Background: an optimization exercise with open tools, aiming at small area. Do not read the settings as production practice. The RTL was checked by simulation tests, not by an equivalence proof against the original design. No activity file was given, so power comes from the tool's default toggle rates.

`flow/design.v`:
```
module multi_tone_generator #(
    parameter int CLK_HZ   = 125000000,
    parameter int CHANNELS = 4,
    parameter int NUM_W    = 40,
    parameter int CNT_W    = 32,
    parameter int MAX_FREQ = 999999,
    localparam int CH_W    = (CHANNELS > 1) ? $clog2(CHANNELS) : 1
) (
    input  logic                clk,
    input  logic                rst,
    input  logic                cfg_valid,
    output logic                cfg_ready,
    input  logic [CH_W-1:0]     cfg_chan,
    input  logic [31:0]         cfg_freq,
    input  logic [7:0]          cfg_duty,
    output logic                cfg_err,
    input  logic [CHANNELS-1:0] chan_en,
    output logic [CHANNELS-1:0] wave_out,
    output logic [CHANNELS-1:0] period_strb
);
    localparam logic [63:0] NUMER64 = 64'(CLK_HZ) * 64'd100;
    localparam logic [33:0] NUMER   = NUMER64[33:0];
    localparam logic [63:0] NBIT_AT = {28'd0, NUMER, 2'd0};
    logic [5:0]  step;
    logic [1:0]  chan_r;
    logic [7:0]  duty_r;
    logic [19:0] nf_r;      
    logic [19:0] rem_r;
    logic [31:0] nq_r;      
    logic [38:0] acc_r;
    logic        zf_r;
    logic        accept, commit, div_ph, acc_ph, bad, fzero;
    logic        nbit, ge, q;
    logic [20:0] sh, df;
    logic [8:0]  addend, lsum;
    logic [39:0] acc_nx;
    assign cfg_ready = (step == 6'd0);
    assign accept    = cfg_ready && cfg_valid;
    assign commit    = (step == 6'd1);
    assign div_ph    = (step <= 6'd35) && (step >= 6'd2);
    assign acc_ph    = (step <= 6'd32) && (step != 6'd0);
    assign bad       = (|cfg_freq[31:20]) || (cfg_freq[19:0] > 20'(MAX_FREQ));
    assign fzero     = ~|cfg_freq;
    assign nbit = NBIT_AT[step];
    assign sh   = {rem_r, nbit};
    always_comb begin
        logic c, c0, c1;
        logic [20:0] b;
        logic [20:11] s0, s1;
        b = {1'b1, nf_r};
        c = 1'b1;
        for (int i = 0; i < 11; i++) begin
            df[i] = sh[i] ^ b[i] ^ c;
            c     = (sh[i] & b[i]) | (sh[i] & c) | (b[i] & c);
        end
        c0 = 1'b0;
        c1 = 1'b1;
        for (int i = 11; i < 21; i++) begin
            s0[i] = sh[i] ^ b[i] ^ c0;
            c0    = (sh[i] & b[i]) | (sh[i] & c0) | (b[i] & c0);
            s1[i] = sh[i] ^ b[i] ^ c1;
            c1    = (sh[i] & b[i]) | (sh[i] & c1) | (b[i] & c1);
        end
        df[20:11] = c ? s1 : s0;
        ge        = c ? c1 : c0;
    end
    assign q = ~nq_r[0] & acc_ph;
    always_comb begin
        logic [7:0] negd;
        logic       c, seen;
        seen = 1'b0;
        for (int i = 0; i < 8; i++) begin
            negd[i] = duty_r[i] ^ seen;
            seen    = seen | duty_r[i];
        end
        if (commit) addend = q ? {1'b1, ~duty_r} : 9'h0ff;
        else        addend = q ? {~seen, negd} : 9'h000;
        c = 1'b0;
        for (int i = 0; i < 9; i++) begin
            logic a;
            a       = (i == 0) ? 1'b0 : acc_r[i-1];
            lsum[i] = a ^ addend[i] ^ c;
            c       = (a & addend[i]) | (a & c) | (addend[i] & c);
        end
        begin
            logic cb, pb;
            cb = c;
            for (int blk = 0; blk < 4; blk++) begin
                c  = cb;
                pb = 1'b1;
                for (int i = 9 + 8 * blk; i < 17 + 8 * blk && i < 40; i++) begin
                    acc_nx[i] = acc_r[i-1] ^ c;
                    c         = acc_r[i-1] & c;
                    pb        = pb & acc_r[i-1];
                end
                cb = cb & pb;
            end
        end
        acc_nx[8:0] = lsum;
    end
    always_ff @(posedge clk) begin
        if (rst) begin
            step    <= 6'd0;
            cfg_err <= 1'b0;
        end else begin
            cfg_err <= accept && bad;
            if (accept) begin
                if (bad)        step <= 6'd0;
                else if (fzero) step <= 6'd1;
                else            step <= 6'd42;
            end else if (!cfg_ready) begin
                step <= step - 6'd1;
            end
        end
    end
    always_ff @(posedge clk) begin
        nq_r  <= {nq_r[30:0], ~ge};
        rem_r <= div_ph ? (ge ? df[19:0] : sh[19:0]) : 20'd0;
        acc_r <= acc_nx[38:0];
        if (accept) begin
            chan_r <= cfg_chan;
            duty_r <= cfg_duty;
            nf_r   <= ~cfg_freq[19:0];
            zf_r   <= fzero;
        end
    end
    for (genvar i = 0; i < CHANNELS; i++) begin : g_chan
        logic [31:0] pend_np, pend_lo, act_lo, cnt;
        logic [31:0] inc;
        logic        act_nz, pend_nz, pend_vld, first;
        logic        run, wrap, load, clr, commit_here, hit, high;
        always_comb begin
            logic c;
            c = 1'b1;
            for (int k = 0; k < 32; k++) begin
                inc[k] = cnt[k] ^ c;
                c      = cnt[k] & c;
            end
            hit = (&cnt[31:1]) & ~cnt[0];
            c   = 1'b1;
            for (int k = 0; k < 32; k++)
                c = (cnt[k] & act_lo[k]) | (cnt[k] & c) | (act_lo[k] & c);
            high = ~c;
        end
        assign run         = chan_en[i] && act_nz;
        assign wrap        = run && hit;
        assign load        = pend_vld && (wrap || !run);
        assign clr         = rst || !run || wrap;
        assign commit_here = commit && (chan_r == i);
        always_ff @(posedge clk) begin
            cnt   <= clr ? pend_np : inc;
            first <= clr;
            if (load) act_lo <= pend_lo;
            if (commit_here) begin
                pend_np <= nq_r;
                pend_lo <= acc_nx[39:8];
                pend_nz <= !zf_r;
            end
            if (rst) begin
                act_nz   <= 1'b0;
                pend_vld <= 1'b0;
            end else begin
                if (load)        act_nz   <= pend_nz;
                if (commit_here) pend_vld <= 1'b1;
                else if (load)   pend_vld <= 1'b0;
            end
        end
        assign wave_out[i]    = run && high;
        assign period_strb[i] = run && first;
    end
endmodule
```
`flow/flow/run.sh`:
```
#!/bin/bash
# The standard layout (standard.sh: standard synthesis, floorplan, place,
# CTS, route), with two changes:
#  * every input and output port gets the smallest buffer, buf_1, instead of
#    the default port buffer cell;
#  * clock tree synthesis uses clkbuf_8 buffers in clusters of at most 16
#    sinks and inserts no dummy loads.
# The make output goes to standard_flow.log; each ORFS step keeps its own log
# under orfs/logs/.
set -euo pipefail
export BUFFER_PORTS_ARGS="-buffer_cell sky130_fd_sc_hd__buf_1"
export CTS_ARGS="-sink_clustering_enable -repair_clock_nets -dont_use_dummy_load -buf_list sky130_fd_sc_hd__clkbuf_8 -sink_clustering_size 16 -sink_clustering_max_diameter 90"
bash standard.sh > standard_flow.log 2>&1
```
`flow/standard.sh`:
```
#!/bin/bash
# synth_recipe.tcl (not shown) runs the flow's synth.tcl, then flattens the netlist and writes it again
# the make line also repeats each setting of config.mk as NAME=value (left out here)
make -C /OpenROAD-flow-scripts/flow DESIGN_CONFIG=/design/flow/config.mk WORK_HOME=/design/flow/orfs CLKGATE_MAP_FILE= SYNTH_SCRIPT=/design/flow/synth_recipe.tcl "${@:-finish}"
```
`flow/config.mk`:
```
export PLATFORM = sky130hd
export DESIGN_NAME = multi_tone_generator
export DESIGN_NICKNAME = multi_tone_generator
export VERILOG_FILES = /design/flow/design.v
export SDC_FILE = /design/flow/constraint.sdc
export NUM_CORES = 4
export LEC_CHECK = 0
export CAP_MARGIN = 20
export CORE_MARGIN = 2
export CORE_UTILIZATION = 80
export SLEW_MARGIN = 20
```
`flow/constraint.sdc`:
```
create_clock -name core_clock -period 8.0 [get_ports {clk}]
set_input_delay 1.6000 -clock core_clock [delete_from_list [all_inputs] [get_ports {clk}]]
set_output_delay 1.6000 -clock core_clock [all_outputs]
set_load 0.01 [all_outputs]
```
==> results of run 1 <==
==> worst reg2reg max path: stages (launching register included) <==
cell and delay [ps]:
dfxtp_1 440, inv_1 110, ha_1 240, nand2_1 80
o221ai_1 120, a21oi_1 170, nor2_1 60, a21oi_1 210
ha_1 190, inv_1 50, fa_1 370, fa_1 390
fa_1 390, fa_1 390, fa_1 390, fa_1 390
fa_1 400, fa_1 390, fa_1 400, fa_1 430
nand2b_1 190, a211o_1 330, a21oi_2 200, a2111oi_2 110
o311a_4 530, mux2i_1 230, nor2_1 60
==> cell usage after synthesis (all sizes together) (20+ instances only) <==
cell,number
a21oi,54
ha,169
o21ai,43
nand2,45
edfxtp,419
nand4,41
o22ai,33
inv,57
dfxtp,238
nor2,87
mux2,120
a31oi,20
==> final timing paths <==
path	startpoint	to	cells past startpoint
min reg2reg	nq_r[14]$_DFF_P_	nq_r[15]$_DFF_P_	0
min	nq_r[14]$_DFF_P_	nq_r[15]$_DFF_P_	0
max reg2reg	step[0]$_SDFFE_PP0P_	rem_r[12]$_SDFF_PN0_	26
max	step[0]$_SDFFE_PP0P_	rem_r[12]$_SDFF_PN0_	26
==> final cells by class <==
| type | count | share of cell area |
|---|---|---|
| timing repair buffer | 70 | 0.0162 |
| tap | 396 | 0.0187 |
| multi-input combinational | 868 | 0.277 |
| inverter | 57 | 0.00809 |
| clock buffer | 47 | 0.0245 |
| sequential | 657 | 0.656 |
==> through the flow <==
step | setup WS [ps] | hold WS, ps | utilization | area [µm²] | cells
floorplan | 1110 | 365 | - | 24900 | 1611
global placement | 292 | 400 | 0.836 | 25600 | 2042
detailed placement | 462 | 405 | 0.836 | 25600 | 2042
CTS | 414 | 400 | 0.857 | 26300 | 2089
global route | 147 | 417 | 0.862 | 26400 | 2095
finish | 574 | 416 | 0.862 | 26400 | 2095
==> power by group <==
| group | leakage [nW] | switching, mW | total [mW] | internal (mW) |
|---|---|---|---|---|
| combinational | 3.57 | 0.786 | 1.28 | 0.495 |
| clock | 0.338 | 0.948 | 1.48 | 0.528 |
| sequential | 5.77 | 0.412 | 4.77 | 4.35 |
| total | 9.68 | 2.15 | 7.52 | 5.38 |
==> registers in the layout, indices dropped and copies added (netlist names), 8 cells and up <==
signal          count
acc_r              39
duty_r              8
g_chan.act_lo     128
g_chan.cnt        128
g_chan.pend_lo    128
g_chan.pend_np    128
nf_r               20
nq_r               32
rem_r              20
==> routing by layer <==
metal | share of wire | global-route usage | wire [µm] | vias to the layer above
met5 | 0 | 0 | 0 | -
met4 | 0.041 | 0.118 | 2130 | 0
met3 | 0.080 | 0.0467 | 4110 | 122
met2 | 0.48 | 0.524 | 25000 | 700
met1 | 0.40 | 0.441 | 20400 | 6954
li1 | - | - | - | 6287
==> cells by family after synthesis <==
| logic type | share of synthesized area |
|---|---|
| buf+inv | 0.0142 |
| mux | 0.0606 |
| flops | 0.696 |
| xor+xnor | 0.00668 |
| simple gates | 0.0541 |
| compound gates | 0.0627 |
| fa+ha+maj | 0.106 |
==> impl.org, run 1 <==
** Final layout
- Number of antenna repair diodes :: 0
- Area taken by flip-flops and latches :: 17300 µm²
- Filler Cells Inserted :: 1396
- In the final layout, the share of cells above drive strength 1 is 0.121.
- The library cell used most frequently in the layout, excluding fill and tap cells, is edfxtp_1.
- Most used cells in the layout excluding fill and tap cells :: edfxtp_1 (419), dfxtp_1 (238), ha_1 (169)
- Area taken by multi-input logic gates :: 7320 µm²
- Synth-to-layout area growth :: 6.11%
- The final layout contains 1936 nets.

** Clock tree
- Post-CTS setup buffer count :: 0
- CTS Hold Buffers Added :: 0
- Clock tree from TritonCTS :: done
- The root buffer cell chosen for the clock tree is clkbuf_8.
- The clock reaches the later pin of the worst-skew pair after 600 ps.
- Number of gates given a new drive strength after cts :: 0
- Buffers inserted during clock tree synthesis total 47.
- The longest clock path from root to sink contains 3 buffers.
- Max H-tree Level :: 2
- Clock-pin slew reported for the worst setup and hold paths after clock tree synthesis :: 90 ps
- Clock sink count :: 657

** Detailed routing
- Iteration-0 DRC count of the detailed router :: 1655
- Vias per cell :: 6.71
- Final routed wire length divided by cell count :: 24.7 µm
- Detailed routing inserted a total of 14100 vias.
- Number of search-and-repair iterations in the first detailed-routing pass :: 6
- For this run, design rule violations remaining after detail routing come to 0.
- Number of antenna-violating nets in the routed design :: 0
- Post-Route WL :: 51.6 mm

** Worst setup path
- Category of the critical setup timing path :: reg -> reg
- At the worst endpoint, the arrival time is 7880 ps.
- CP top delay family :: adder cells
- The slowest stage of the critical path belongs to the cell o311a_4.
- Most frequent CP cell :: fa_1
- Setup slack on the worst reg-to-reg path comes out at 570 ps.
- Slowest Stage Delay on Critical Path :: 530 ps
- Data on the critical path is required at its endpoint by 8450 ps.
- The worst setup path is captured at a flip-flop.
- Max Fanout on Critical Path :: 24
- The critical path contains buffers and inverters numbering 2 combined.
- CP startpoint kind :: flip-flop

** STA
- Static timing analysis puts the maximum clock frequency at 135 MHz.
- Post-route clock period utilization :: 0.928
- At the pin with the least slew margin, the transition time is 1100 ps.
- Setup violations remaining at the end of the flow were counted as 0.
- Time the worst path needs with I/O delays and setup :: 7430 ps
- Measured against its own limit, the worst slew margin works out to 0.264.
- For the final database, setup skew stands at 62.3 ps.
- The final hold violation count came to 0.
- For the final routed database, the setup TNS stands at 0 ps.
- Unrepaired setup endpoints after global routing :: no
- The count of pins over their slew limit came to 0.

** Placement
- Buffers placed on the I/O ports in this run total 58.
- Routability-driven placement finished with a final weighted congestion of 0.876.
- The wire-length estimate of the detail-placed layout is 35.3 mm.

** Synthesis
- Dividing the synthesized area by the synthesized cell count gives 15.5 µm².
- Of the synthesized area, sequential elements account for 0.696.
- Synth async-reset ratio :: 0
- Count of synthesis-stage warnings from yosys :: 1
- The synthesized netlist occupies a cell area of 24900 µm².
- For this run, the leading register cell type out of synthesis is edfxtp_1.
- Register bit total from synthesis :: 657
- In the synthesized netlist, the number of instances is 1611.
- In this run, synthesis inferred 419 flip-flops with an integrated enable.
- Synthesized net count :: 1846
- Yosys cell types :: 57
- The synthesized design spends more area on one cell type than any other, namely edfxtp_1.
- The share of synthesized area in the top cell type comes to 0.505.
- Yosys attributes the largest share of cell area to edfxtp_1 (50%), dfxtp_1 (19%), ha_1 (8.5%).

** Global routing
- Global-route total usage across every layer :: 0.318
- The number of global-route vias before repair came to 14000.
- Initial antenna violation count :: 0
- Summed over all layers, the global routing overflow is 0.
- Entering global routing, the biggest net connects 67 pins.
- Global-route wire length before repair :: 78.3 mm

** Floorplan
- The die covers 32600 µm².
- Row Count :: 64
- After floorplanning, the core was sized to cover 30700 µm².
- Vertical extent of the die :: 181 µm
- Measured along the x axis, the die boundary spans 181 µm.
- Effective utilization at floorplan :: 0.813
- During I/O placement, the number of pins put on the boundary was 59.

** Power
- Across the VDD grid, the largest voltage drop is 284 µV.
- Post-layout total power :: 7.52 mW
- Power spread over the standard cell area amounts to 284 nW/µm².
- Leak :: 9.68 nW

** Run
- MaxCap Viol Count :: 0

** Outcome
- The run finished with no timing, DRC or antenna violations.

** Min path
- The min-delay analysis places its worst path in the category reg -> reg.
==> run 2: changes to the inputs <==
--- a/flow/design.v
+++ b/flow/design.v
@@ -66,16 +66,11 @@
     end
     assign q = ~nq_r[0] & acc_ph;
     always_comb begin
-        logic [7:0] negd;
-        logic       c, seen;
-        seen = 1'b0;
-        for (int i = 0; i < 8; i++) begin
-            negd[i] = duty_r[i] ^ seen;
-            seen    = seen | duty_r[i];
-        end
-        if (commit) addend = q ? {1'b1, ~duty_r} : 9'h0ff;
-        else        addend = q ? {~seen, negd} : 9'h000;
-        c = 1'b0;
+        logic c;
+        for (int i = 0; i < 8; i++)
+            addend[i] = q ? ~duty_r[i] : commit;
+        addend[8] = q & commit;
+        c = q & ~commit;
         for (int i = 0; i < 9; i++) begin
             logic a;
             a       = (i == 0) ? 1'b0 : acc_r[i-1];
@@ -85,15 +80,16 @@
         begin
             logic cb, pb;
             cb = c;
-            for (int blk = 0; blk < 4; blk++) begin
-                c  = cb;
-                pb = 1'b1;
-                for (int i = 9 + 8 * blk; i < 17 + 8 * blk && i < 40; i++) begin
-                    acc_nx[i] = acc_r[i-1] ^ c;
-                    c         = acc_r[i-1] & c;
-                    pb        = pb & acc_r[i-1];
+            pb = 1'b1;
+            for (int i = 9; i < 40; i++) begin
+                if (i == 17 || i == 25 || i == 33) begin
+                    cb = cb & pb;
+                    c  = cb;
+                    pb = 1'b1;
                 end
-                cb = cb & pb;
+                acc_nx[i] = acc_r[i-1] ^ c;
+                c         = acc_r[i-1] & c;
+                pb        = pb & acc_r[i-1];
             end
         end
         acc_nx[8:0] = lsum;
@@ -126,22 +122,22 @@
     end
     for (genvar i = 0; i < CHANNELS; i++) begin : g_chan
         logic [31:0] pend_np, pend_lo, act_lo, cnt;
+        logic [32:0] cy;
         logic [31:0] inc;
         logic        act_nz, pend_nz, pend_vld, first;
         logic        run, wrap, load, clr, commit_here, hit, high;
         always_comb begin
             logic c;
+            cy[0] = 1'b1;
+            for (int k = 0; k < 32; k++)
+                cy[k+1] = cnt[k] & cy[k];
             c = 1'b1;
-            for (int k = 0; k < 32; k++) begin
-                inc[k] = cnt[k] ^ c;
-                c      = cnt[k] & c;
-            end
-            hit = (&cnt[31:1]) & ~cnt[0];
-            c   = 1'b1;
             for (int k = 0; k < 32; k++)
                 c = (cnt[k] & act_lo[k]) | (cnt[k] & c) | (act_lo[k] & c);
             high = ~c;
         end
+        assign inc = cnt ^ cy[31:0];
+        assign hit = (&cnt[31:1]) & ~cnt[0];
         assign run         = chan_en[i] && act_nz;
         assign wrap        = run && hit;
         assign load        = pend_vld && (wrap || !run);
==> flow/flow/run.sh (replaced) <==
#!/bin/bash
# The standard layout (standard.sh: standard synthesis, floorplan, place,
# CTS, route), with two changes:
#  * every input and output port gets the smallest buffer, buf_1, instead of
#    the default port buffer cell;
#  * clock tree synthesis uses clkbuf_8 buffers in clusters of at most 18
#    sinks and inserts no dummy loads.
# The make output goes to standard_flow.log; each ORFS step keeps its own log
# under orfs/logs/.
set -euo pipefail
export BUFFER_PORTS_ARGS="-buffer_cell sky130_fd_sc_hd__buf_1"
export CTS_ARGS="-sink_clustering_enable -repair_clock_nets -dont_use_dummy_load -buf_list sky130_fd_sc_hd__clkbuf_8 -sink_clustering_size 18 -sink_clustering_max_diameter 100"
bash standard.sh > standard_flow.log 2>&1
--- a/flow/config.mk
+++ b/flow/config.mk
@@ -5,7 +5,7 @@
 export SDC_FILE = /design/flow/constraint.sdc
 export NUM_CORES = 4
 export LEC_CHECK = 0
-export CAP_MARGIN = 20
+export CAP_MARGIN = 0
 export CORE_MARGIN = 2
 export CORE_UTILIZATION = 80
-export SLEW_MARGIN = 20
+export SLEW_MARGIN = 0
==> run 2 against run 1 <==
Against the previous run:
- largest power group unchanged
- sequential power is essentially flat
- first-iteration DRC count shrank 2.1%
- critical path depth grew 3
- clock skew shrank 26 ps
- maximum frequency grew 1.0%
- non-clock buffer count is 5 lower
- synthesized cell count down 0.74%
==> impl.org, run 2 <==
** Clock tree
- Clock-pin slew reported for the worst setup and hold paths after clock tree synthesis :: 110 ps
- After clock tree synthesis, the flow added hold-fix buffers numbering 0.
- Post-CTS setup buffer count :: 0
- TritonCTS built the clock tree.
- Cts bufs inserted :: 42
- No sink is reached through more buffers than the 3 on the longest clock path.
- Clock sink count :: 657
- The later pin in the worst-skew pair is clocked with a latency of 590 ps.
- The clock tree synthesis step divided the H-tree into 2 levels.
- Clock tree synthesis selected as its root buffer the cell clkbuf_8.

** Final layout
- Total Nets Final :: 1911
- Leaving out fill and tap cells, the most frequent cell in the layout is edfxtp_1.
- The layout has 1450 filler cells.
- Fraction of layout instances using a drive strength above 1 :: 0.117
- Synth-to-layout area growth :: 5.29%
- In the layout the commonest cells are edfxtp_1 (419), dfxtp_1 (238), ha_1 (162).
- After the flow finishes, the layout carries non-filler instances totaling 2076.
- Number of antenna repair diodes :: 0

** Outcome
- Status :: finished clean

** Floorplan
- The floorplan step defined a die boundary enclosing 32500 µm².
- Row Count :: 64
- Die boundary width :: 180 µm
- From bottom edge to top edge, the die measures 180 µm.
- For this configuration, the core starts out at a cell density of 0.812.
- 59 I/O pins were placed.
- The core region is 30600 µm².

** Synthesis
- Of the synthesized area, sequential elements account for 0.699.
- Synth async-reset ratio :: 0
- Cell accounting for the most synthesized area :: edfxtp_1
- Dividing the synthesized area by the synthesized cell count gives 15.5 µm².
- Flip-flop cell with the highest count after synthesis :: edfxtp_1
- Cells after synthesis :: 1599
- For this run, the number of Yosys warnings is 1.
- Cell area after synthesis :: 24800 µm²
- By area the synthesized netlist is led by edfxtp_1 (51%), dfxtp_1 (19%), ha_1 (8.2%).
- In this run, synthesis inferred 419 flip-flops with an integrated enable.
- Of the post-synthesis cell area, the dominant cell type holds 0.507.
- Synthesized net count :: 1828
- Yosys cell types :: 69
- Cell with the most instances after synthesis :: edfxtp_1
- In this run, synthesis produced a sequential element count of 657.
- In the synthesized netlist, the cells that appear most often are edfxtp_1 (419), dfxtp_1 (238), ha_1 (162), mux2_2 (120), nor2_1 (80).

** STA
- The final hold violation count was 0.
- Unrepaired setup endpoints after global routing :: no
- Slew Limit Headroom :: 0.132
- Time the worst path needs with I/O delays and setup :: 7350 ps
- Worst hold slack :: 418 ps
- Setup Skew :: 36.0 ps
- Max Transition Viols Final :: 0
- Setup tns final :: 0 ps
- Post-route clock period utilization :: 0.919
- Setup violations remaining at the end of the flow were counted as 0.
- Derived from the worst setup path, the maximum achievable clock frequency is 136 MHz.
- For the pin with the worst max-slew slack, the measured transition is 1300 ps.

** Worst setup path
- STA classifies the critical path startpoint as a flip-flop.
- Category of the critical setup timing path :: reg -> reg
- In this run the critical register-to-register path is launched from step[0]$_SDFFE_PP0P_.
- Critical register-to-register path endpoint :: g_chan[3].pend_lo[31]$_DFFE_PP_
- STA classifies the critical path endpoint as a flip-flop.
- Critical path data required time :: 8390 ps
- Critical path's slowest cell :: dfxtp_1
- Slowest Stage Delay on Critical Path :: 440 ps
- Number of cells on the worst reg-to-reg path :: 29
- The worst register-to-register path has a setup slack of 650 ps.
- CP Data Arrival Time :: 7740 ps
- Max Fanout on Critical Path :: 11

** Placement
- In this run the tool buffered the top-level ports with 58 buffer cells.
- At the end of routability-driven placement, the weighted congestion stood at 0.876.
- Including well taps, the total number of placed cells is 2034.
- After legalization and detailed placement, the total HPWL measured 35.7 mm.

** Power
- Flop pwr share :: 0.640
- Of the total power, the share spent switching nets is 0.287.
- The share of total power dissipated in combinational logic is 0.172.
- P_sw :: 2.15 mW
- IR analysis of the VDD net gives a maximum drop of 288 µV.
- The internal power of the cells totals 5.34 mW.
- Proportion of power drawn by the clock network :: 0.189
- The analysis attributes to cell leakage a power of 9.54 nW.
- For this design the ratio of total power to cell area is 286 nW/µm².

** Min path
- The tightest min-delay check is of the reg -> reg type.
- Worst hold path cell count :: 0
- The startpoint identified for the worst hold timing path is g_chan[0].pend_lo[8]$_DFFE_PP_.
- Hold Path End :: g_chan[0].act_lo[8]$_DFFE_PP_

** Detailed routing
- Iteration-0 DRC count of the detailed router :: 1621
- Vias per cell :: 6.69
- Number of vias after detailed routing :: 13900
- The routed design has 50.8 mm of wire.
- Dividing the detail-routed wire length by the instance count gives 24.5 µm.
- Number of antenna-violating nets in the routed design :: 0
- In the routed design, unresolved DRC markers number 0.
- Number of search-and-repair iterations in the first detailed-routing pass :: 5

** Global routing
- For this run the aggregate overflow at the end of global routing stands at 0.
- Global-route total usage across every layer :: 0.318
- Vias in the first global route :: 14100
- Initial antenna violation count :: 1
- Maximum number of pins on one net before global-route repair :: 67
- The first global-routing pass estimated 77.8 mm of wire.

** Run
- MaxCap Viol Count :: 0
-- run 2: changes by cell type in the layout (fill, tap and decap cells not counted), sizes merged, moves of 5 or more --
| cell | previous run | this run |
|---|---|---|
| a31oi | 20 | 14 |
| maj3 | 18 | 7 |
| and2 | 14 | 7 |
| a21oi | 54 | 60 |
| o21ai | 43 | 38 |
| ha | 169 | 162 |
| nor2 | 87 | 80 |
| nand2 | 45 | 59 |
| buf | 70 | 65 |
| clkbuf | 47 | 42 |
-- run 2: power groups by stage --
| stage | logic [mW] | registers [mW] | clock network (mW) |
|---|---|---|---|
| after detailed placement | 1.28 | 4.85 | 0 |
| after CTS | 1.30 | 4.78 | 1.42 |
| after global routing | 1.44 | 4.84 | 1.53 |
| after global placement | 1.17 | 4.82 | 0 |
| final | 1.28 | 4.79 | 1.41 |
| after floorplan | 0.918 | 4.66 | 0 |
-- run 2: how the worst max path moves through the flow --
stage	start	to	slack, ps	cells after the start
CTS	step[5]$_SDFFE_PP0P_	g_chan[1].pend_lo[24]$_DFFE_PP_	270	29
finish	step[0]$_SDFFE_PP0P_	g_chan[3].pend_lo[31]$_DFFE_PP_	650	29
detailed placement	step[5]$_SDFFE_PP0P_	g_chan[0].pend_lo[24]$_DFFE_PP_	300	29
global placement	step[5]$_SDFFE_PP0P_	g_chan[1].pend_lo[24]$_DFFE_PP_	790	29
global route	step[2]$_SDFFE_PP0P_	g_chan[0].pend_lo[31]$_DFFE_PP_	110	29
floorplan	step[4]$_SDFFE_PP0P_	rem_r[2]$_SDFF_PN0_	1350	26
-- run 2: cell type report --
class / count / area, µm² / share of cell area
multi-input cells: 863 / 7250 / 0.277
repair buffers: 65 / 270 / 0.0103
inverters: 53 / 199 / 0.00761
flip-flops and latches: 657 / 17300 / 0.664
clock buffers: 42 / 578 / 0.0221
well taps: 396 / 495 / 0.0190
-- run 2: repair_timing --
item / in CTS / in global routing
endpoints found under the hold margin: 0 / 0
setup endpoints to repair: 0 / 31
gates resized for setup: 0 / 3
-- run 2: critical path: cells and delay by family, from the launching register on --
kind,cells,cell delay [ps]
XOR/XNOR,1,250
flip-flops,1,440
AO/OA/AOI/OAI,2,600
adder cells (fa/ha/maj),16,4230
AND/OR/NAND/NOR,5,1180
buffers and inverters,5,480
-- run 2: kinds of logic (layout without fill, tap and decap cells) --
logic type,after synthesis,count (layout),share of synthesized area
adders and majority gates,187,187,0.0990
buffers and inverters,79,160,0.0131
AOI/OAI and AO/OA,241,241,0.0651
and+or+nand+nor,280,280,0.0567
muxes,137,137,0.0613
DFF,657,657,0.699
xor gates and xnor gates,18,18,0.00635
-- run 2: layer usage --
| layer | share of wire | vias up | global-route usage |
|---|---|---|---|
| met3 | 0.081 | 132 | 0.0564 |
| met5 | 0.00024 | - | 0 |
| li1 | - | 6244 | - |
| met2 | 0.49 | 685 | 0.531 |
| met4 | 0.046 | 2 | 0.142 |
| met1 | 0.38 | 6823 | 0.415 |
-- run 2: metrics by stage --
| step | total power, mW | setup slack [ps] | utilization | cell area [µm²] |
|---|---|---|---|---|
| finish | 7.49 | 650 | 0.855 | 26100 |
| floorplan | 5.58 | 1350 | - | 24800 |
| global placement | 5.99 | 794 | 0.835 | 25600 |
| CTS | 7.50 | 273 | 0.854 | 26100 |
| global route | 7.80 | 108 | 0.855 | 26100 |
| detailed placement | 6.13 | 299 | 0.835 | 25600 |
==> run 3: changes to the inputs <==
--- a/flow/design.v
+++ b/flow/design.v
@@ -122,29 +122,31 @@
     end
     for (genvar i = 0; i < CHANNELS; i++) begin : g_chan
         logic [31:0] pend_np, pend_lo, act_lo, cnt;
-        logic [32:0] cy;
+        logic [32:1] cy;
         logic [31:0] inc;
         logic        act_nz, pend_nz, pend_vld, first;
-        logic        run, wrap, load, clr, commit_here, hit, high;
+        logic        run, wrap, load, clr, force_ld, commit_here, hit, high;
+        assign cy[1] = first | cnt[0];
+        for (genvar k = 1; k < 32; k++) begin : g_cy
+            assign cy[k+1] = cnt[k] & cy[k];
+        end
         always_comb begin
             logic c;
-            cy[0] = 1'b1;
-            for (int k = 0; k < 32; k++)
-                cy[k+1] = cnt[k] & cy[k];
-            c = 1'b1;
+            c = first;
             for (int k = 0; k < 32; k++)
                 c = (cnt[k] & act_lo[k]) | (cnt[k] & c) | (act_lo[k] & c);
             high = ~c;
         end
-        assign inc = cnt ^ cy[31:0];
-        assign hit = (&cnt[31:1]) & ~cnt[0];
+        assign inc = {cnt[31:1] ^ cy[31:1], cnt[0] ^ ~first};
+        assign hit = cy[32];
         assign run         = chan_en[i] && act_nz;
         assign wrap        = run && hit;
         assign load        = pend_vld && (wrap || !run);
-        assign clr         = rst || !run || wrap;
+        assign force_ld    = rst || !run;
+        assign clr         = force_ld || wrap;
         assign commit_here = commit && (chan_r == i);
         always_ff @(posedge clk) begin
-            cnt   <= clr ? pend_np : inc;
+            cnt   <= (inc & {32{!force_ld}}) | (pend_np & {32{clr}});
             first <= clr;
             if (load) act_lo <= pend_lo;
             if (commit_here) begin
--- a/flow/config.mk
+++ b/flow/config.mk
@@ -7,5 +7,5 @@
 export LEC_CHECK = 0
 export CAP_MARGIN = 0
 export CORE_MARGIN = 2
-export CORE_UTILIZATION = 80
+export CORE_UTILIZATION = 83
 export SLEW_MARGIN = 0
==> run 3 against run 2 <==
Against the previous run:
- count of clock-buffer cells in the layout unchanged
- final cell count decreased by 1.9%
- synthesized cell count shrank 1.9%
- cell area down 0.80%
- synthesized area fell by 1.2%
- critical endpoint is now g_chan[3].cnt[18]$_DFF_P_
==> impl.org, run 3 <==
** Detailed routing
- Detailed routing placed a total of 4.21 mm of wire on met3.
- Routed metal-1 wire length :: 19.2 mm
- In this run, the number of DRC markers left after iteration 0 of detailed routing was 1506.
- Final routed wire length divided by cell count :: 24.8 µm
- Highest Signal Layer :: met4
- Routed wire length on met2 :: 25.7 mm
- Post-Route WL :: 50.6 mm
- The first detailed-routing pass ran for 6 iterations.
- Number of antenna-violating nets in the routed design :: 0
- Vias per cell :: 6.79
- For this run, design rule violations remaining after detail routing come to 0.
- Summing over every cut layer, the via total after detailed routing is 13800.

** Synthesis
- Synth async-reset ratio :: 0
- By instance count, the leading cell after synthesis is edfxtp_1.
- Averaged over all synthesized cells, the footprint is 15.7 µm².
- In the synthesized netlist, the number of instances is 1568.
- The mapped netlist covers 24500 µm².
- Most frequent cells after synthesis :: edfxtp_1 (419), dfxtp_1 (238), ha_1 (174), a22o_1 (128), nor2_1 (81)
- In this run, synthesis inferred 419 flip-flops with an integrated enable.
- Ranked by total cell area, the synthesized netlist is headed by edfxtp_1 (51%), dfxtp_1 (19%), ha_1 (8.9%).
- The netlist uses 70 different library cells.
- Register bit total from synthesis :: 657
- The synthesized design spends more area on one cell type than any other, namely edfxtp_1.
- The number of nets in the synthesized netlist is 1809.
- The share of synthesized area in the top cell type comes to 0.513.
- Fraction of the yosys area taken by sequential cells :: 0.707
- Flip-flop cell with the highest count after synthesis :: edfxtp_1
- Count of synthesis-stage warnings from yosys :: 1

** Global routing
- Global-route total usage across every layer :: 0.332
- Vias in the first global route :: 14100
- Initial antenna violation count :: 0
- Entering global routing, the biggest net connects 50 pins.
- Summed over all layers, the global routing overflow is 0.
- The first global-routing pass estimated 76.8 mm of wire.

** Min path
- The min-delay analysis places its worst path in the category reg -> reg.
- In this run the most critical hold path is launched from g_chan[3].pend_lo[1]$_DFFE_PP_.

** Outcome
- Status :: finished clean

** STA
- Post-route clock period utilization :: 0.972
- For the pin with the worst max-slew slack, the measured transition is 1250 ps.
- Hold timing on the final database bottoms out at a slack of 420 ps.
- After routing, the total negative slack on setup checks comes to 0 ps.
- Number of endpoints failing setup at the final stage :: 0
- The final hold violation count came to 0.
- Across the routed clock network, the largest skew measured is 75.2 ps.
- Across all setup checks in the final design, the least slack found is 227 ps.
- Peak clock frequency supported by timing :: 129 MHz
- Time the worst path needs with I/O delays and setup :: 7770 ps
- The count of pins over their slew limit came to 0.
- Setup repair after global routing could not meet its margin everywhere.
- The worst pin sits at a relative slew slack of 0.168.

** Clock tree
- The tree built by TritonCTS fans out to 657 sinks.
- The clock reaches the later pin of the worst-skew pair after 610 ps.
- In this run, post-CTS hold repair placed 0 buffers.
- Max H-tree Level :: 2
- The number of clock buffers added by TritonCTS is 42.
- Clock tree from TritonCTS :: done
- Clock-pin slew reported for the worst setup and hold paths after clock tree synthesis :: 100 ps
- The clock passes through at most 3 buffers.
- Cell at the root of the clock tree :: clkbuf_8

** Floorplan
- Vertical extent of the die :: 176 µm
- The total area inside the core boundary comes to 28900 µm².
- Die boundary width :: 176 µm
- The initialized floorplan defines 62 standard-cell rows.
- Effective utilization at floorplan :: 0.848
- The floorplan step defined a die boundary enclosing 31000 µm².
- Top-Level Pins :: 59

** Power
- Portion of total power attributed to combinational logic :: 0.188
- The share of total power dissipated in the clock network is 0.184.
- Across the VDD grid, the largest voltage drop is 248 µV.
- P_sw :: 2.22 mW
- Internal power comes to 5.37 mW.
- Of the total power, the share spent switching nets is 0.292.
- Flop pwr share :: 0.628
- Total power for the finished layout comes to 7.59 mW.
- Summed over all cells, the static leakage comes to 10.0 nW.
- Cell Pwr Density :: 293 nW/µm²

** Worst setup path
- Critical path's slowest cell :: or3_1
- CP Data Arrival Time :: 8240 ps
- CP startpoint kind :: flip-flop
- Category of the critical setup timing path :: reg -> reg
- At the worst endpoint, the required time is 8460 ps.
- Kind of end point of the critical path :: flip-flop
- The most numerous cell type found on the critical path is ha_1.
- Startpoint of the worst-slack reg-to-reg timing path :: g_chan[3].first$_DFF_P_
- The largest single stage delay on the critical path is 380 ps.
- Tracing the worst setup path back leads to its startpoint at g_chan[3].first$_DFF_P_.
- In this run the worst path has a maximum fanout of 20.

** Final layout
- Fraction of layout instances using a drive strength above 1 :: 0.0648
- 0 antenna diodes ended up in the layout.
- After routing the design area is 25900 µm².
- Most used cells in the layout excluding fill and tap cells :: edfxtp_1 (419), dfxtp_1 (238), ha_1 (174)
- Most frequent standard cell in the layout excluding fill and tap cells :: edfxtp_1
- For this run, the post-layout net count is 1895.
- Once layout is complete, the cells apart from fillers number 2036.
- Once layout is complete, the utilization of the core stands at 0.896.
- Synth-to-layout area growth :: 5.68%

** Placement
- GP Congestion :: 0.864
- Timing analysis after detailed placement gives a worst setup slack of -185 ps.
- Detailed placer's ending HPWL :: 35.0 mm
- Cell total after placement :: 1992
- Port buffering added 58 buffers.
- Summing all placed instances gives a cell area of 25300 µm².

** Run
- The tool flagged a number of max-cap violations equal to 0.
-- run 3: cell types whose count changed after synthesis, sizes merged, moves of 14 or more --
cell    change
a22o      +124
mux2      -120
nand4      -32
a21oi      -31
clkbuf     +26
buf        -15
nand2      -15
inv        +14
-- run 3: layout make-up --
type,count,area [µm²]
well taps,384,480
repair buffers,77,360
inverters,67,251
clock buffers,42,578
multi-input cells,809,6920
fillers,1087,3000
flip-flops and latches,657,17300
-- run 3: critical path: cells and delay by family, from the launching register on --
kind                       cells  cell delay (ps)
and+or+nand+nor                1              380
DFF                            1              340
AOI/OAI and AO/OA              1              210
adders and majority gates     32             6310
buffers and inverters          3              390
-- run 3: cells by family after synthesis --
| group | after synthesis | share of synthesized area |
|---|---|---|
| compound gates | 351 | 0.113 |
| xor+xnor | 13 | 0.00464 |
| fa+ha+maj | 212 | 0.112 |
| buf+inv | 104 | 0.0165 |
| flops | 657 | 0.707 |
| mux | 18 | 0.00734 |
| simple gates | 213 | 0.0403 |
-- run 3: timing repair --
item / in CTS / in global routing
gates resized for setup: 2 / 7
pin swaps: 0 / 3
setup endpoints to repair: 13 / 55
cloned: 0 / 2
endpoints found under the hold margin: 0 / 0
buffers inserted: 0 / 0
-- run 3: layer usage --
layer / GRT usage / vias to the layer above
li1: - / 6204
met5: 0 / -
met2: 0.574 / 654
met4: 0.116 / 0
met1: 0.434 / 6862
met3: 0.0566 / 108
-- run 3: worst paths after layout --
| kind | endpoint | cells after the start | slack (ps) |
|---|---|---|---|
| max | g_chan[3].cnt[18]$_DFF_P_ | 37 | 230 |
| min | g_chan[3].act_lo[1]$_DFFE_PP_ | 0 | 420 |
| max reg2reg | g_chan[3].cnt[18]$_DFF_P_ | 37 | 230 |
| min reg2reg | g_chan[3].act_lo[1]$_DFFE_PP_ | 0 | 420 |
-- run 3: power groups by stage --
| stage | Combinational [mW] | Clock [mW] | Sequential (mW) |
|---|---|---|---|
| after CTS | 1.38 | 1.40 | 4.75 |
| after detailed placement | 1.37 | 0 | 4.83 |
| after global placement | 1.26 | 0 | 4.79 |
| after global routing | 1.55 | 1.51 | 4.82 |
| final | 1.42 | 1.40 | 4.77 |
| after floorplan | 0.959 | 0 | 4.67 |
==> run 4: changes to the inputs <==
--- a/flow/config.mk
+++ b/flow/config.mk
@@ -7,5 +7,5 @@
 export LEC_CHECK = 0
 export CAP_MARGIN = 0
 export CORE_MARGIN = 2
-export CORE_UTILIZATION = 83
+export CORE_UTILIZATION = 80
 export SLEW_MARGIN = 0
==> run 4 against run 3 <==
Against the previous run:
- clock power about the same
- cell area about the same
- via count down 1.9%
- die area up 3.7%
- critical path depth down 9
- utilization down 4.4 points
==> impl.org, run 4 <==
** Synthesis
- The commonest cells after synthesis are edfxtp_1 (419), dfxtp_1 (238), ha_1 (174), a22o_1 (128), nor2_1 (81).
- Cells after synthesis :: 1568
- The largest total area in the synthesized netlist belongs to edfxtp_1.
- In this run, distinct cell masters in the synthesized netlist total 70.
- The share of synthesized area in the top cell type comes to 0.513.
- In the post-synthesis netlist, the biggest area contributors are edfxtp_1 (51%), dfxtp_1 (19%), ha_1 (8.9%).
- Synthesis inferred 657 register bits.
- Fraction of the yosys area taken by sequential cells :: 0.707
- Yosys mapped a number of flops with a built-in enable equal to 419.
- After synthesis, the share of flip-flops with an asynchronous set or reset is 0.
- Flip-flop cell with the highest count after synthesis :: edfxtp_1
- In the post-synthesis netlist, the cell with the most instances is edfxtp_1.
- For this run, the number of Yosys warnings is 1.
- Synthesized net count :: 1809
- Cell area after synthesis :: 24500 µm²
- Avg Inst Size Synth :: 15.7 µm²

** Floorplan
- 59 I/O pins were placed.
- Effective utilization at floorplan :: 0.806
- The region available for standard cell placement spans 30400 µm².
- Die Outline Area :: 32100 µm²
- Die boundary width :: 179 µm
- From bottom edge to top edge, the die measures 179 µm.
- Row Count :: 64

** Clock tree
- The later pin in the worst-skew pair is clocked with a latency of 570 ps.
- After clock tree synthesis, the flow added hold-fix buffers numbering 0.
- Clock tree from TritonCTS :: done
- Post-CTS setup buffer count :: 0
- The clock passes through at most 3 buffers.
- Clock sink count :: 657
- CTS built an H-tree with a depth of 2.
- Counting the buffers created by CTS gives 42.
- Clock-pin slew reported for the worst setup and hold paths after clock tree synthesis :: 110 ps
- Cell at the root of the clock tree :: clkbuf_8

** Worst setup path
- The largest individual stage delay along the critical path comes from the cell dfxtp_1.
- The endpoint identified for the worst register-to-register timing path is rem_r[16]$_SDFF_PN0_.
- CP startpoint kind :: flip-flop
- Number of cells on the worst reg-to-reg path :: 28
- Register-to-register path setup slack :: 290 ps
- Critical path depth :: 28
- In this run the worst path has a maximum fanout of 11.
- The critical path contains buffers and inverters numbering 2 combined.
- CP top delay family :: adder cells
- Startpoint of the worst-slack reg-to-reg timing path :: step[0]$_SDFFE_PP0P_
- For the worst setup path, the data required time is 8450 ps.
- For the worst setup path, the data arrival time is 8160 ps.
- For this run, the slowest stage of the critical path takes 450 ps.
- Kind of end point of the critical path :: flip-flop
- Most frequent CP cell :: fa_1
- Category of the critical setup timing path :: reg -> reg

** STA
- Of the available clock period, the critical path in the final layout requires 0.964.
- Derived from the worst setup path, the maximum achievable clock frequency is 130 MHz.
- Slew at the pin closest to its max-slew limit :: 1230 ps
- Setup violations remaining at the end of the flow were counted as 0.
- Slew Limit Headroom :: 0.179
- The final hold violation count came to 0.
- Hold timing on the final database bottoms out at a slack of 412 ps.
- Max Transition Viols Final :: 0
- For the finished layout, the period the worst path requires is 7710 ps.
- Setup Skew :: 42.5 ps

** Power
- Switching share of power :: 0.288
- The analysis attributes to net switching a power of 2.17 mW.
- Leak :: 10.0 nW
- The share of total power dissipated in combinational logic is 0.184.
- Int Power :: 5.37 mW
- Cell Pwr Density :: 291 nW/µm²
- Flop pwr share :: 0.631
- Post-layout total power :: 7.54 mW
- The share of total power dissipated in the clock network is 0.185.
- Across the VDD grid, the largest voltage drop is 281 µV.

** Detailed routing
- Residual DRC :: 0
- Number of vias after detailed routing :: 13600
- Number of search-and-repair iterations in the first detailed-routing pass :: 7
- Final routed wire length divided by cell count :: 24.0 µm
- The detail route stage leaves a number of antenna-violating nets equal to 0.
- Iteration-0 DRC count of the detailed router :: 1548
- Vias per cell :: 6.63
- For this block, the routed nets add up to 49.1 mm of wire.

** Global routing
- The initial antenna violation count was 2.
- Entering global routing, the biggest net connects 66 pins.
- Global-route wire length before repair :: 73.7 mm
- The number of global-route vias before repair was 13600.
- Global-route total usage across every layer :: 0.312
- Global route overflow :: 0

** Final layout
- Most used cells in the layout excluding fill and tap cells :: edfxtp_1 (419), dfxtp_1 (238), ha_1 (174)
- Summing all non-filler instances in the final layout gives an area of 25900 µm².
- Final core utilization :: 0.852
- Filler Cells Inserted :: 1446
- For this run, the post-layout net count is 1892.
- The library cell used most frequently in the layout, excluding fill and tap cells, is edfxtp_1.
- Compared with the post-synthesis result, the final layout area differs by 5.66%.
- Final Instance Count excl. Fillers :: 2045
- Of the cells placed in the final design, the portion with a size suffix greater than 1 is 0.0631.
- Number of antenna repair diodes :: 0

** Placement
- The count of buffers added on input and output ports is 58.
- Detailed placer's ending HPWL :: 34.3 mm
- GP Congestion :: 0.881
- Cell Area, Placed :: 25300 µm²
- Cell total after placement :: 2001

** Min path
- Worst hold path cell count :: 0
- In this run the worst hold path is classified as reg -> reg.
- The startpoint identified for the worst hold timing path is g_chan[1].pend_lo[21]$_DFFE_PP_.
- The path with the worst hold slack has its endpoint at g_chan[1].act_lo[21]$_DFFE_PP_.

** Outcome
- The flow ran to the end and the layout has no timing, DRC or antenna violations.

** Run
- The tool flagged a number of max-cap violations equal to 0.
run 4: changes by cell type in the layout (fill, tap and decap cells not counted), sizes merged:
| cell | previous run | this run |
|---|---|---|
| buf | 77 | 74 |
run 4: layer usage:
metal	vias to the layer above	track usage	share of wire
li1	6199	-	-
met1	6736	0.404	0.39
met2	523	0.536	0.51
met3	108	0.0602	0.070
met4	2	0.101	0.030
met5	-	0	0.00026
run 4: kinds of logic (layout without fill, tap and decap cells):
family | count (synthesis) | after routing | share of synthesized area
AO/OA/AOI/OAI | 351 | 353 | 0.113
XOR/XNOR | 13 | 13 | 0.00464
adder cells (fa/ha/maj) | 212 | 212 | 0.112
buffers and inverters | 104 | 183 | 0.0165
flip-flops | 657 | 657 | 0.707
multiplexers | 18 | 18 | 0.00734
AND/OR/NAND/NOR | 213 | 213 | 0.0403
run 4: per-stage QoR:
| step | setup TNS [ps] | setup slack, ps |
|---|---|---|
| finish | 0 | 288 |
| global route | -22.8 | -10.6 |
| CTS | 0 | 136 |
| detailed placement | -521 | -130 |
| global placement | 0 | 185 |
| floorplan | 0 | 898 |
run 4: power groups by stage:
stage | combinational (mW) | clock, mW | sequential (mW)
after floorplan | 0.959 | 0 | 4.67
after global placement | 1.26 | 0 | 4.79
after detailed placement | 1.36 | 0 | 4.82
after CTS | 1.37 | 1.41 | 4.75
after global routing | 1.54 | 1.53 | 4.81
final | 1.39 | 1.39 | 4.76
run 4: what timing repair did:
item                       4_1_cts  5_1_grt
cloned                           0        2
gates resized for setup          2        9
setup endpoints to repair        8       51
pin swaps                        0        2
run 4: worst max-delay path by stage:
stage,start,slack (ps),end
floorplan,step[0]$_SDFFE_PP0P_,900,rem_r[2]$_SDFF_PN0_
global route,step[0]$_SDFFE_PP0P_,-10,rem_r[13]$_SDFF_PN0_
detailed placement,step[2]$_SDFFE_PP0P_,-130,g_chan[1].pend_lo[31]$_DFFE_PP_
finish,step[0]$_SDFFE_PP0P_,290,rem_r[16]$_SDFF_PN0_
global placement,step[2]$_SDFFE_PP0P_,180,g_chan[1].pend_lo[31]$_DFFE_PP_
CTS,step[2]$_SDFFE_PP0P_,140,g_chan[1].pend_lo[31]$_DFFE_PP_
run 4: layout make-up:
| cell class | count | area, µm² | area share |
|---|---|---|---|
| inverters | 67 | 251 | 0.00970 |
| repair buffers | 74 | 342 | 0.0132 |
| multi-input cells | 809 | 6920 | 0.267 |
| clock buffers | 42 | 578 | 0.0223 |
| well taps | 396 | 495 | 0.0191 |
| flip-flops and latches | 657 | 17300 | 0.669 |
==> run 5: changes to the inputs <==
==> flow/flow/run.sh (replaced) <==
#!/bin/bash
# The standard layout (standard.sh: standard synthesis, floorplan, place,
# CTS, route), with two changes:
#  * every input and output port gets the smallest buffer, buf_1, instead of
#    the default port buffer cell;
#  * clock tree synthesis uses clkbuf_8 buffers in clusters of at most 20 (80 um across), a clkbuf_8 root,
#    sinks and inserts no dummy loads.
# The make output goes to standard_flow.log; each ORFS step keeps its own log
# under orfs/logs/.
set -euo pipefail
export BUFFER_PORTS_ARGS="-buffer_cell sky130_fd_sc_hd__buf_1"
export CTS_ARGS="-sink_clustering_enable -repair_clock_nets -dont_use_dummy_load -buf_list sky130_fd_sc_hd__clkbuf_8 -root_buf sky130_fd_sc_hd__clkbuf_8 -sink_clustering_size 20 -sink_clustering_max_diameter 80"
bash standard.sh > standard_flow.log 2>&1
==> run 5 against run 4 <==
Against the previous run:
- synthesized area is the same
- final cell count shrank 0.20%
- sequential cell count is the same
- count of clock-buffer cells in the layout shrank 4
- wire length grew 1.1%
- total power shrank 0.44%
- critical path depth grew 9
- clock skew shrank 17 ps
- die area is the same
- maximum frequency grew 0.22%
- utilization shrank 0.18 points
==> impl.org, run 5 <==
** Worst setup path
- Slowest Stage Delay on Critical Path :: 360 ps
- In this run the number of cells on the critical path is 37.
- Kind of end point of the critical path :: flip-flop
- Critical register-to-register path endpoint :: g_chan[0].act_lo[16]$_DFFE_PP_
- The critical path starts at g_chan[0].first$_DFF_P_.
- On the critical path, the stage with the largest delay is an instance of dfxtp_1.
- STA puts the critical path data arrival time at 8030 ps.
- Number of cells on the worst reg-to-reg path :: 37
- Buffers & Inverters on Critical Path :: 3
- The most critical setup path has its endpoint at g_chan[0].act_lo[16]$_DFFE_PP_.
- Startpoint of the worst-slack reg-to-reg timing path :: g_chan[0].first$_DFF_P_
- The worst setup path is of the reg -> reg kind.
- Of all nets on the critical path, the largest fanout is 27.
- CP startpoint kind :: flip-flop
- STA puts the critical path data required time at 8340 ps.
- The kind of cell with the highest combined delay along the critical path is adder cells.
- Across all register-to-register paths, the minimum setup slack is 300 ps.
- Most frequent CP cell :: ha_1

** Detailed routing
- Final routed wire length divided by cell count :: 24.3 µm
- The routed layout has 13600 vias.
- The final layout contains routed wiring with a total length of 49.7 mm.
- For this block, the initial DRC count from the detailed router was 1528.
- Vias per cell :: 6.67
- For this run, the detailed router's first-pass iteration total came to 6.
- In this run the remaining antenna-violating nets after routing total 0.
- In the routed design, unresolved DRC markers number 0.

** Global routing
- Maximum number of pins on one net before global-route repair :: 66
- In the global route stage, overall resource usage came out at 0.315.
- Global route overflow :: 0
- The initial antenna violation count is 1.
- The first global-routing pass estimated 74.8 mm of wire.
- The number of global-route vias before repair is 13600.

** Clock tree
- Cell at the root of the clock tree :: clkbuf_8
- Clock latency on the worst-skew pair, taken at its later pin, is 590 ps.
- Maximum buffer depth of the clock tree :: 3
- The clock drives 657 sinks.
- CTS built an H-tree with a depth of 2.
- Counting the buffers created by CTS gives 38.
- The number of setup buffers added after CTS is 0.
- Clock tree from TritonCTS :: done
- Clock-pin slew was measured on the worst setup and hold paths at 120 ps.

** Synthesis
- Avg Inst Size Synth :: 15.7 µm²
- Most frequent cells after synthesis :: edfxtp_1 (419), dfxtp_1 (238), ha_1 (174), a22o_1 (128), nor2_1 (81)
- Of the post-synthesis cell area, the part taken by muxes is 0.00734.
- Flip-flop cell with the highest count after synthesis :: edfxtp_1
- Cell area after synthesis :: 24500 µm²
- Synth async-reset ratio :: 0
- Cells after synthesis :: 1568
- For this run, the register share of the synthesized area comes to 0.707.
- Cell with the most instances after synthesis :: edfxtp_1
- Register bit total from synthesis :: 657
- For this run, the number of Yosys warnings is 1.
- The share of synthesized area in the top cell type comes to 0.513.
- Number of enable-type register cells in the synthesized netlist :: 419
- Synthesized net count :: 1809
- The number of different library cells used by synthesis comes to 70.
- Combinational family with the most area after synthesis :: compound AO/OA/AOI/OAI gates
- Cell accounting for the most synthesized area :: edfxtp_1
- Synth area leaders :: edfxtp_1 (51%), dfxtp_1 (19%), ha_1 (8.9%)
- Of the total synthesized cell area, the portion taken by AND, OR, NAND and NOR gates is 0.0403.
- Xor and xnor fraction of the mapped netlist area :: 0.00464
- Area share of fa/ha/maj cells after synthesis :: 0.112
- The share of the synthesized area in compound gates (AO/OA/AOI/OAI) was 0.113.

** STA
- The final hold violation count was 0.
- Peak clock frequency supported by timing :: 130 MHz
- Time the worst path needs with I/O delays and setup :: 7700 ps
- Dividing the final minimum period by the clock period gives 0.962.
- Setup repair after global routing left no endpoint under its margin.
- Between clock sinks in the finished design, the worst skew comes to 26.0 ps.
- The count of pins over their slew limit was 0.
- Slew at the pin closest to its max-slew limit :: 1210 ps
- Setup violations remaining at the end of the flow were counted as 0.
- Headroom to the max-slew limit came out at 0.191.

** Placement
- Port buffering added 58 buffers.
- Detailed placer's ending HPWL :: 34.3 mm
- After detailed placement, the design holds a cell count of 2001.
- At the end of routability-driven placement, the weighted congestion stood at 0.881.

** Power
- Cell Pwr Density :: 290 nW/µm²
- VDD sags by at most 254 µV.
- Leak :: 9.99 nW
- Total power for the finished layout comes to 7.51 mW.

** Run
- MaxCap Viol Count :: 0

** Final layout
- Most used cells in the layout excluding fill and tap cells :: edfxtp_1 (419), dfxtp_1 (238), ha_1 (174)
- Final Instance Count excl. Fillers :: 2041
- Filler Cells Inserted :: 1459
- Of the cells placed in the final design, the portion with a size suffix greater than 1 is 0.0608.
- Synth-to-layout area growth :: 5.45%
- Most frequent standard cell in the layout excluding fill and tap cells :: edfxtp_1
- Summing all multi-input logic gate instances after layout gives 6920 µm².
- Number of antenna repair diodes :: 0
- Area taken by flip-flops and latches :: 17300 µm²
- Total Nets Final :: 1888

** Floorplan
- Effective utilization at floorplan :: 0.806
- The die covers 32100 µm².
- For this design the top-level I/O count stands at 59.
- The floorplan has 64 rows.
- Die boundary width :: 179 µm
- In this run the vertical extent of the chip is 179 µm.
- Area of the placeable core :: 30400 µm²

** Min path
- Worst min path class :: reg -> reg

** Outcome
- The flow ran to the end and the layout has no timing, DRC or antenna violations.
==> run 5: worst min path at each step <==
| stage | startpoint | endpoint | cells after the start | slack, ps |
|---|---|---|---|---|
| 6_report | nq_r[20]$_DFF_P_ | nq_r[21]$_DFF_P_ | 0 | 420 |
| 5_1_grt | g_chan[2].pend_lo[16]$_DFFE_PP_ | g_chan[2].act_lo[16]$_DFFE_PP_ | 0 | 420 |
| 4_1_cts | g_chan[2].pend_lo[16]$_DFFE_PP_ | g_chan[2].act_lo[16]$_DFFE_PP_ | 0 | 410 |
| 3_5_place_dp | g_chan[0].pend_lo[15]$_DFFE_PP_ | g_chan[0].act_lo[15]$_DFFE_PP_ | 0 | 400 |
| 3_3_place_gp | nq_r[14]$_DFF_P_ | nq_r[15]$_DFF_P_ | 0 | 400 |
| 2_1_floorplan | nq_r[9]$_DFF_P_ | nq_r[10]$_DFF_P_ | 0 | 370 |
==> run 5: layout make-up <==
| type | instances | area share |
|---|---|---|
| sequential | 657 | 0.670 |
| multi-input combinational | 809 | 0.268 |
| clock buffer | 38 | 0.0202 |
| tap | 396 | 0.0191 |
| timing repair buffer | 74 | 0.0131 |
| inverter | 67 | 0.00972 |
==> run 5: power breakdown <==
part | total (mW) | switching (mW) | internal [mW]
combinational | 1.40 | 0.880 | 0.519
sequential | 4.76 | 0.389 | 4.38
clock | 1.35 | 0.914 | 0.433
total | 7.51 | 2.18 | 5.33
==> run 5: metrics by stage <==
| step | hold slack [ps] | instance area (µm²) | setup TNS (ps) | util | worst slack [ps] |
|---|---|---|---|---|---|
| finish | 417 | 25900 | 0 | 0.850 | 305 |
| floorplan | 365 | 24500 | 0 | - | 898 |
| detailed placement | 405 | 25300 | -521 | 0.831 | -130 |
| global placement | 396 | 25300 | 0 | 0.831 | 185 |
| global route | 424 | 25900 | 0 | 0.850 | 9.81 |
| CTS | 415 | 25800 | 0 | 0.848 | 110 |
==> run 5: per-layer routing <==
layer / part of all wire / up-vias / GRT usage
li1: - / 6187 / -
met3: 0.070 / 107 / 0.0477
met4: 0.027 / 0 / 0.0978
met1: 0.39 / 6780 / 0.417
met2: 0.51 / 548 / 0.545
met5: 0 / - / 0
==> run 5: worst register-to-register path: cells and delay by family, from the launching register on <==
family	cells	cell delay, ps
fa+ha+maj	32	6170
simple gates	2	550
buf+inv	3	390
flops	1	360
==> run 5: cells by family (layout without fill, tap and decap cells) <==
family | Yosys count | count (layout)
multiplexers | 18 | 18
buffers and inverters | 104 | 179
AO/OA/AOI/OAI | 351 | 353
AND/OR/NAND/NOR | 213 | 213
flip-flops | 657 | 657
XOR/XNOR | 13 | 13
adder cells (fa/ha/maj) | 212 | 212
==> run 5: timing repair <==
item	4_1_cts	5_1_grt
gates cloned	0	2
pin swaps	0	2
endpoints found under the setup margin	8	46
hold buffers	0	0
gates resized for setup	2	8
==> run 6: changes to the inputs <==
==> flow/design.v (replaced) <==
module multi_tone_generator #(
    parameter int CLK_HZ   = 125000000,
    parameter int CHANNELS = 4,
    parameter int NUM_W    = 40,
    parameter int CNT_W    = 32,
    parameter int MAX_FREQ = 999999,
    localparam int CH_W    = (CHANNELS > 1) ? $clog2(CHANNELS) : 1
) (
    input  logic                clk,
    input  logic                rst,
    input  logic                cfg_valid,
    output logic                cfg_ready,
    input  logic [CH_W-1:0]     cfg_chan,
    input  logic [31:0]         cfg_freq,
    input  logic [7:0]          cfg_duty,
    output logic                cfg_err,
    input  logic [CHANNELS-1:0] chan_en,
    output logic [CHANNELS-1:0] wave_out,
    output logic [CHANNELS-1:0] period_strb
);
    localparam logic [63:0] NUMER64 = 64'(CLK_HZ) * 64'd100;
    localparam logic [33:0] NUMER   = NUMER64[33:0];
    logic [5:0]  step;
    logic [1:0]  chan_r;
    logic [7:0]  duty_r;
    logic [19:0] f_r;
    logic [19:0] rem_r;
    logic [31:0] q_r;
    logic        zf_r;
    logic        accept, commit, div_ph, div_last, mul_ph;
    logic        nbit, ge;
    logic [20:0] sh, df;
    logic [31:0] acc;
    logic [32:0] msum;
    logic [31:0] mul_out;
    assign cfg_ready = (step == 6'd0);
    assign accept    = cfg_ready && cfg_valid;
    assign commit    = (step == 6'd1);
    assign div_ph    = (step >= 6'd9);
    assign div_last  = (step == 6'd9);
    assign mul_ph    = !cfg_ready && !div_ph;
    assign nbit = NUMER[step - 6'd9];
    assign sh   = {rem_r, nbit};
    assign df   = sh - {1'b0, f_r};
    assign ge   = !df[20];
    assign acc     = {f_r[11:0], rem_r};
    assign msum    = {1'b0, acc} + (duty_r[0] ? {1'b0, q_r} : 33'd0);
    assign mul_out = msum[32:1];
    always_ff @(posedge clk) begin
        if (rst) begin
            step    <= 6'd0;
            cfg_err <= 1'b0;
        end else begin
            cfg_err <= accept && (cfg_freq > 32'(MAX_FREQ));
            if (accept) begin
                if (cfg_freq > 32'(MAX_FREQ)) step <= 6'd0;
                else if (cfg_freq == 32'd0)   step <= 6'd1;
                else                          step <= 6'd42;
            end else if (!cfg_ready) begin
                step <= step - 6'd1;
            end
        end
    end
    always_ff @(posedge clk) begin
        if (accept) begin
            chan_r <= cfg_chan;
            duty_r <= cfg_duty;
            f_r    <= cfg_freq[19:0];
            rem_r  <= 20'd0;
            zf_r   <= (cfg_freq == 32'd0);
        end else if (div_ph) begin
            q_r <= {q_r[30:0], ge};
            if (div_last) begin
                rem_r <= 20'd0;
                f_r   <= 20'd0;
            end else begin
                rem_r <= ge ? df[19:0] : sh[19:0];
            end
        end else if (mul_ph) begin
            duty_r          <= {1'b0, duty_r[7:1]};
            {f_r[11:0], rem_r} <= mul_out;
        end
    end
    for (genvar i = 0; i < CHANNELS; i++) begin : g_chan
        logic [31:0] act_per, act_high, pend_per, pend_high, cnt;
        logic [31:0] inc;
        logic        act_nz, pend_nz, pend_vld, first;
        logic        run, wrap, load, clr, commit_here;
        assign run         = chan_en[i] && act_nz;
        assign inc         = cnt + 32'd1;
        assign wrap        = run && (inc == act_per);
        assign load        = pend_vld && (wrap || !run);
        assign clr         = rst || !run || wrap;
        assign commit_here = commit && (chan_r == i);
        always_ff @(posedge clk) begin
            cnt   <= clr ? 32'd0 : inc;
            first <= clr;
            if (load) begin
                act_per  <= pend_per;
                act_high <= pend_high;
            end
            if (commit_here) begin
                pend_per  <= q_r;
                pend_high <= mul_out;
                pend_nz   <= !zf_r;
            end
            if (rst) begin
                act_nz   <= 1'b0;
                pend_vld <= 1'b0;
            end else begin
                if (load) act_nz <= pend_nz;
                if (commit_here)   pend_vld <= 1'b1;
                else if (load)     pend_vld <= 1'b0;
            end
        end
        assign wave_out[i]    = run && (cnt < act_high);
        assign period_strb[i] = run && first;
    end
endmodule
==> flow/run.sh (new file) <==
#!/bin/bash
# synth_recipe.tcl (not shown) runs the flow's synth.tcl, then flattens the netlist and writes it again
# the make line also repeats each setting of config.mk as NAME=value (left out here)
make -C /OpenROAD-flow-scripts/flow DESIGN_CONFIG=/design/flow/config.mk WORK_HOME=/design/flow/orfs CLKGATE_MAP_FILE= SYNTH_SCRIPT=/design/flow/synth_recipe.tcl finish
--- a/flow/config.mk
+++ b/flow/config.mk
@@ -5,7 +5,7 @@
 export SDC_FILE = /design/flow/constraint.sdc
 export NUM_CORES = 4
 export LEC_CHECK = 0
-export CAP_MARGIN = 0
+export CAP_MARGIN = 20
 export CORE_MARGIN = 2
-export CORE_UTILIZATION = 80
-export SLEW_MARGIN = 0
+export CORE_UTILIZATION = 40
+export SLEW_MARGIN = 20
removed: flow/flow/run.sh
removed: flow/standard.sh
==> run 6 against run 5 <==
Against the previous run:
- sequential power increased by about 20%
- count of clock-buffer cells in the layout grew 64
- non-clock buffer count is 16 higher
- first-iteration DRC count is 46% higher
- combinational power rose to 3.6 times the previous value
- still clean on timing, DRC and antenna
- die area grew to 2.8 times the previous value
- sequential cell count is 89 higher
- wire length increased by 94%
- clock power rose to 2.6 times the previous value
==> impl.org, run 6 <==
** Synthesis
- The synthesized design contains 579 enable-type register cells.
- Flip-flop cell with the highest count after synthesis :: edfxtp_1
- Count of synthesis-stage warnings from yosys :: 1
- Synth area leaders :: edfxtp_1 (51%), dfxtp_1 (9.7%), ha_1 (6.7%)
- Averaged over all synthesized cells, the footprint is 12.4 µm².
- In this run, synthesis produced a sequential element count of 746.
- Cell with the most instances after synthesis :: edfxtp_1
- Of the total synthesized cell area, the portion taken by AND, OR, NAND and NOR gates is 0.128.
- Synthesized net count :: 3016
- In the synthesized netlist, the number of instances is 2781.
- In this run, distinct cell masters in the synthesized netlist total 83.
- Fraction of the yosys area taken by sequential cells :: 0.603
- Cell accounting for the most synthesized area :: edfxtp_1
- Summing every instance area after synthesis gives 34400 µm².
- Multiplexer area fraction after synthesis :: 0.00717
- The share of the synthesized area in compound gates (AO/OA/AOI/OAI) is 0.0837.
- Xor and xnor fraction of the mapped netlist area :: 0.0794

** Detailed routing
- The count of nets left with antenna violations once routing finished came out at 0.
- Residual DRC :: 0
- Number of vias after detailed routing :: 22500
- Vias per cell :: 5.48
- The first detailed-routing pass ran for 6 iterations.
- The detailed router finished its first iteration with 2233 violations.

** STA
- The smallest clock period supported by the final layout is computed as 5410 ps.
- Unrepaired setup endpoints after global routing :: no
- Static timing analysis puts the maximum clock frequency at 185 MHz.
- Setup violations remaining at the end of the flow were counted as 0.
- Worst hold slack :: 403 ps
- For the final routed database, the setup TNS stands at 0 ps.
- Between clock sinks in the finished design, the worst skew comes to 28.1 ps.
- Slew Limit Headroom :: 0.225
- Final Hold Violating Endpoints :: 0
- Slew at the pin closest to its max-slew limit :: 1160 ps

** Final layout
- Fraction of layout instances using a drive strength above 1 :: 0.0722
- Fin area :: 39100 µm²
- Most frequent standard cell in the layout excluding fill and tap cells :: edfxtp_1
- Leaving out fill and tap cells, the most frequent cells in the layout are edfxtp_1 (579), nor2_1 (222), inv_1 (198).
- Compared with the post-synthesis result, the final layout area differs by 13.6%.

** Clock tree
- The clock drives 746 sinks.
- Cell at the root of the clock tree :: clkbuf_16
- Clock latency reported for the late side of the worst-skew pair :: 630 ps
- Clock-pin slew reported for the worst setup and hold paths after clock tree synthesis :: 60 ps
- Number of gates given a new drive strength after cts :: 0
- Clock tree from TritonCTS :: done
- After clock tree synthesis, the flow added hold-fix buffers numbering 0.
- Maximum buffer depth of the clock tree :: 3
- TritonCTS created 79 clock buffers.

** Run
- Across the run, the number of max-cap violations was 0.

** Worst setup path
- STA classifies the critical path endpoint as an output pin.
- The setup path with the least slack is of type reg -> out.
- Data on the critical path arrives at its endpoint at 3810 ps.
- The worst setup path is launched from a flip-flop.
- Number of cells on the worst reg-to-reg path :: 23
- Register-to-register path setup slack :: 2840 ps
- Startpoint of the worst-slack reg-to-reg timing path :: step[0]$_SDFFE_PP0P_

** Placement
- Once detailed placement completed, the half-perimeter wirelength came to 67.8 mm.
- Port buffering added 58 buffers.
- GP Congestion :: 0.915

** Global routing
- Entering global routing, the biggest net connects 67 pins.
- Global-route total usage across every layer :: 0.215
- Global-route wire length before repair :: 142 mm
- Global route overflow :: 0

** Floorplan
- Top-Level Pins :: 59
- Area of the placeable core :: 85100 µm²
- From left edge to right edge, the die measures 297 µm.
- The floorplan has 107 rows.

** Power
- Leak :: 14.4 nW
- Cell Pwr Density :: 366 nW/µm²

** Outcome
- The flow ran to the end and the layout has no timing, DRC or antenna violations.

** Min path
- Startpoint of the lowest-slack hold path :: g_chan[0].pend_per[15]$_DFFE_PP_
- Worst min path class :: reg -> reg
-- run 6: cell types whose count changed after synthesis, moves of 71 or more --
| cell | previous run | this run |
|---|---|---|
| a21oi_1 | 28 | 113 |
| inv_1 | 67 | 198 |
| nand2_1 | 44 | 136 |
| dfxtp_1 | 238 | 167 |
| nor2_1 | 81 | 223 |
| xor2_1 | 8 | 106 |
| a22o_1 | 128 | 11 |
| xnor2_1 | 5 | 156 |
| edfxtp_1 | 419 | 579 |
-- run 6: how the worst max path moves through the flow --
stage | end | depth (start not counted) | from
final | wave_out[3] | 10 | g_chan[3].cnt[2]$_SDFF_PP0_
after global routing | wave_out[3] | 12 | g_chan[3].cnt[9]$_SDFF_PP0_
after global placement | step[0]$_SDFFE_PP0P_ | 8 | cfg_valid
after detailed placement | step[0]$_SDFFE_PP0P_ | 8 | cfg_valid
after floorplan | g_chan[1].pend_vld$_SDFFE_PP0P_ | 4 | step[0]$_SDFFE_PP0P_
after CTS | wave_out[3] | 10 | g_chan[3].cnt[2]$_SDFF_PP0_
-- run 6: cell type report --
type	count	area (µm²)
diodes	3	7.51
clock buffers	102	2120
clock inverters	45	395
fillers	7764	46100
inverters	200	751
multi-input cells	1769	12800
flip-flops and latches	746	20700
well taps	1144	1430
repair buffers	90	821
-- run 6: cell families after synthesis --
group / Yosys count
simple gates: 845
flops: 746
compound gates: 433
xor+xnor: 281
buf+inv: 266
fa+ha+maj: 186
mux: 24
-- run 6: layer usage --
metal  global-route usage  vias up  share of wire
met2                0.349      762           0.46
met1                0.289    11100           0.43
met3               0.0322      185          0.064
li1                     -    10400              -
met4               0.0919        2          0.041
met5                    0        -        0.00019
-- run 6: through the flow --
stage	power [mW]	std cells	utilization	setup WS (ps)
detailed placement	10.7	3949	0.429	2620
global placement	10.6	3949	0.429	2770
floorplan	8.07	2781	-	1760
CTS	14.3	4096	0.458	2540
finish	14.3	4099	0.459	2590
global route	14.8	4096	0.459	2310
-- run 6: where the power goes --
part           switching [mW]  internal, mW  total (mW)
Combinational            3.55          1.45        5.01
Sequential              0.492          5.22        5.71
Clock                    1.55          2.03        3.57
-- run 6: worst max-delay path, stage by stage (launching register included) --
cell and delay (ps):
dfxtp_1 520, ha_1 300, nor2b_1 120, o21ai_0 200, a21oi_1 110, or4_1 460
a311o_1 340, a21oi_1 240, o211ai_1 130, o311ai_0 140, clkdlybuf4s50_1 630
